Background: an optimization exercise with open tools, aiming at small area. Do not read the settings as production practice.
In this exercise RTL edits were held to simulation tests only and were not proved equivalent to the original.

==> v33: inputs <==
Design act_quant_unit, start of the top module:
module act_quant_unit
#(
    parameter int DATA_WIDTH  = 16,
    parameter int ACC_WIDTH   = 32,
    parameter int MATRIX_SIZE = 8,
    parameter int SHIFT_WIDTH = 5
) (
    input  logic                              clk,
    input  logic                              rst_n,
    input  logic                              clear,
    input  logic [MATRIX_SIZE*ACC_WIDTH-1:0]  in_data,
    input  logic                              in_valid,
    input  logic [1:0]                        act_mode,
    input  logic [SHIFT_WIDTH-1:0]            shift,
    input  logic [DATA_WIDTH-1:0]             clip_max,
    output logic [MATRIX_SIZE*DATA_WIDTH-1:0] act_output_data,
    output logic                              act_output_valid,
    output logic [MATRIX_SIZE-1:0]            sat_mask,
    output logic [SAT_CNT_WIDTH-1:0]          sat_count
);
    localparam int DW = DATA_WIDTH;
    logic [3:0] mode_oh;
    assign mode_oh = 4'b0001 << act_mode;
  ...
==> flow/config.mk <==
export PLATFORM = sky130hd
export DESIGN_NAME = act_quant_unit
export DESIGN_NICKNAME = act_quant_unit
export VERILOG_FILES = /design/flow/design.v
export SDC_FILE = /design/flow/constraint.sdc
export NUM_CORES = 4
export LEC_CHECK = 0
export ABC_AREA = 1
export CAP_MARGIN = 20
export CORE_MARGIN = 2
export CORE_UTILIZATION = 55
export SLEW_MARGIN = 20
==> flow/constraint.sdc <==
create_clock -name core_clock -period 7.0 [get_ports {clk}]
set_input_delay 1.4000 -clock core_clock [delete_from_list [all_inputs] [get_ports {clk}]]
set_output_delay 1.4000 -clock core_clock [all_outputs]
set_load 0.01 [all_outputs]
standard.sh (not shown) runs the stock make flow with config.mk's settings and CLKGATE_MAP_FILE= SYNTH_SCRIPT=/design/flow/synth_recipe.tcl, a recipe that flattens the netlist after the stock synthesis.
==> flow/flow/run.sh <==
#!/bin/bash
# Own layout flow: the standard flow with two changes.
#  1. Synthesis maps the logic with an area-oriented ABC script (flow/abc_area.script,
#     used through ABC_AREA=1); everything else in synthesis, including the registers,
#     is the standard synthesis.
#  2. Port buffers are sky130_fd_sc_hd__buf_1 instead of the resizer's default choice.
# Each tool's full output stays in orfs/logs/; make's output goes to flow_make.log.
set -euo pipefail
W=$PWD
rm -rf "$W/scripts_mod"
cp -r "$FLOW_HOME/scripts" "$W/scripts_mod"
cp "$W/flow/abc_area.script" "$W/scripts_mod/abc_area.script"
export SCRIPTS_DIR="$W/scripts_mod"
export BUFFER_PORTS_ARGS="-buffer_cell sky130_fd_sc_hd__buf_1"
bash "$W/standard.sh" finish > "$W/flow_make.log" 2>&1 || { tail -40 "$W/flow_make.log"; exit 1; }
tail -5 "$W/flow_make.log"
==> flow/flow/abc_area.script <==
&get -n
&st
&dch -f
&nf -R 1000
&st
&dch -f
&nf -R 1000
&put
==> inputs of v38, as changes to v33 <==
==> flow/flow/run.sh (replaced) <==
#!/bin/bash
# Own layout flow: the standard flow with two changes.
#  1. Synthesis maps the logic with an area-oriented ABC script (flow/abc_area.script,
#     used through ABC_AREA=1); everything else in synthesis, including the registers,
#     is the standard synthesis.
#  2. Port buffers are sky130_fd_sc_hd__buf_1 instead of the resizer's default choice.
#  3. Clock tree synthesis builds from clkbuf_4/clkbuf_8 and adds no dummy loads.
# Each tool's full output stays in orfs/logs/; make's output goes to flow_make.log.
set -euo pipefail
W=$PWD
rm -rf "$W/scripts_mod"
cp -r "$FLOW_HOME/scripts" "$W/scripts_mod"
cp "$W/flow/abc_area.script" "$W/scripts_mod/abc_area.script"
export SCRIPTS_DIR="$W/scripts_mod"
export BUFFER_PORTS_ARGS="-buffer_cell sky130_fd_sc_hd__buf_1"
export CTS_ARGS="-sink_clustering_enable -repair_clock_nets -buf_list {sky130_fd_sc_hd__clkbuf_4 sky130_fd_sc_hd__clkbuf_8} -dont_use_dummy_load"
bash "$W/standard.sh" finish > "$W/flow_make.log" 2>&1 || { tail -40 "$W/flow_make.log"; exit 1; }
tail -5 "$W/flow_make.log"
==> flow/flow/abc_area.script (replaced) <==
&get -n
&st
&deepsyn -T 120
&dch -f
&nf -R 1000 -p
&put
==> inputs of v11, as changes to v33 <==
--- a/flow/design.v
+++ b/flow/design.v
@@ -197,18 +197,19 @@
     logic [20:0] win;
     assign win = w4[20:0];
     logic [19:0] q;       
     logic r;              
     assign q = win[20:1];
     assign r = win[0];
-    logic [30:19] hi_eq;
+    logic [30:19] hi_one, hi_zero;
     logic hi_ok;
     for (genvar i = 19; i < 31; i++) begin : g_hi
-        assign hi_eq[i] = th_i[i-19] | ~(x_i[i] ^ x_i[31]);
+        assign hi_one[i]  = th_i[i-19] | x_i[i];
+        assign hi_zero[i] = th_i[i-19] | ~x_i[i];
     end
-    assign hi_ok = &hi_eq;
+    assign hi_ok = x_i[31] ? &hi_one : &hi_zero;
     logic c3, c15, c20;
     assign c3  = r & (&q[2:0]);
     assign c15 = c3 & (&q[14:3]);
     assign c20 = c15 & (&q[19:15]);
     logic [20:15] th;     
     assign th = {q[19], q[19:15]} + 6'(c15);
==> flow/flow/run.sh (replaced) <==
#!/bin/bash
# Own layout flow: the standard flow with two changes.
#  1. Synthesis maps the logic with an area-oriented ABC script (flow/abc_area.script,
#     used through ABC_AREA=1); everything else in synthesis, including the registers,
#     is the standard synthesis.
#  2. Port buffers are sky130_fd_sc_hd__buf_1 instead of the resizer's default choice.
#  3. Clock tree synthesis builds from clkbuf_4/clkbuf_8 and adds no dummy loads.
# Each tool's full output stays in orfs/logs/; make's output goes to flow_make.log.
set -euo pipefail
W=$PWD
rm -rf "$W/scripts_mod"
cp -r "$FLOW_HOME/scripts" "$W/scripts_mod"
cp "$W/flow/abc_area.script" "$W/scripts_mod/abc_area.script"
export SCRIPTS_DIR="$W/scripts_mod"
export BUFFER_PORTS_ARGS="-buffer_cell sky130_fd_sc_hd__buf_1"
export CTS_ARGS="-sink_clustering_enable -repair_clock_nets -buf_list {sky130_fd_sc_hd__clkbuf_4 sky130_fd_sc_hd__clkbuf_8} -dont_use_dummy_load"
bash "$W/standard.sh" finish > "$W/flow_make.log" 2>&1 || { tail -40 "$W/flow_make.log"; exit 1; }
tail -5 "$W/flow_make.log"
==> flow/flow/abc_area.script (replaced) <==
&get -n
&st
&deepsyn -T 300
&dch -f
&nf -R 1000 -p
&put
Settings changed: CAP_MARGIN 20 to 10, CORE_UTILIZATION 55 to 45, SLEW_MARGIN 20 to 10.
==> results.ini <==
[finish]
final_common_cell=nand2_1

[global_routing]
grt_pass1_wl_mm=170

[route]
wl_met3_mm=15.4

[run_status]
status=timing/DRC/antenna clean

[sta]
fmax_mhz=155

(the above is from v38)
==> results.ini <==
[run_status]
status=timing/DRC/antenna clean

[logic_synthesis]
async_flop_share_pct=49.0
synthXorXnorAreaFrac_pct=1.69

[setup_path]
crit_cells=20

[sta]
fmax_mhz=162

[clock_tree]
cts_tree=yes

[global_routing]
grt_max_degree=200
grt_pass1_wl_mm=166

[finish]
final_common_cell=o21ai_0

[route]
wl_met3_mm=14.2

(the above is from v33)
==> results.ini <==
[run_status]
status=timing/DRC/antenna clean

[clock_tree]
cts_tree=yes

[sta]
fmax_mhz=160

[global_routing]
grt_pass1_wl_mm=167

[floorplan]
core-area_sq_um=52700

[finish]
buffers=530

[route]
wl_met3_mm=13.3

[min_path]
hold_depth=2

(the above is from v11)

separate check: timing with driven ports:
How much do the figures lean on ideal ports? The routed layouts below were timed once more, with nothing changed but the port constraints. Step 1 (the two cells are an assumption about what drives the block):
set clk [get_ports {clk}]
set_driving_cell -lib_cell sky130_fd_sc_hd__clkbuf_16 $clk
set_driving_cell -lib_cell sky130_fd_sc_hd__buf_2 [delete_from_list [all_inputs] $clk]
Step 2 moves the port delays by t, midway between the first and last clock arrival at a register: inputs arrive t later, outputs are due t later. That takes back most of the time a late clock gives input paths. Slacks: no drivers / after step 1 / after step 2; pairs: no drivers / after step 1.
| run | t (ns) | slack for setup (ns) | latest minus earliest clock arrival (ns) | worst data-port slew with drivers (ns) | cell pins on the clock port's net |
|---|---|---|---|---|---|
| v33 | 0.611 | 0.819 / 0.849 / 0.238 | 0.016 / 0.016 | 0.12 | 1 |
| v38 | 0.597 | 0.560 / 0.581 / -0.016 | 0.037 / 0.037 | 0.10 | 1 |
| v11 | 0.601 | 0.736 / 0.761 / 0.160 | 0.036 / 0.036 | 0.09 | 1 |
With both steps, setup timing fails in v38, where it was met with ideal ports. The setup slack of v33, which loses most, moves by +0.030 ns with the drivers and by -0.581 ns with both steps.
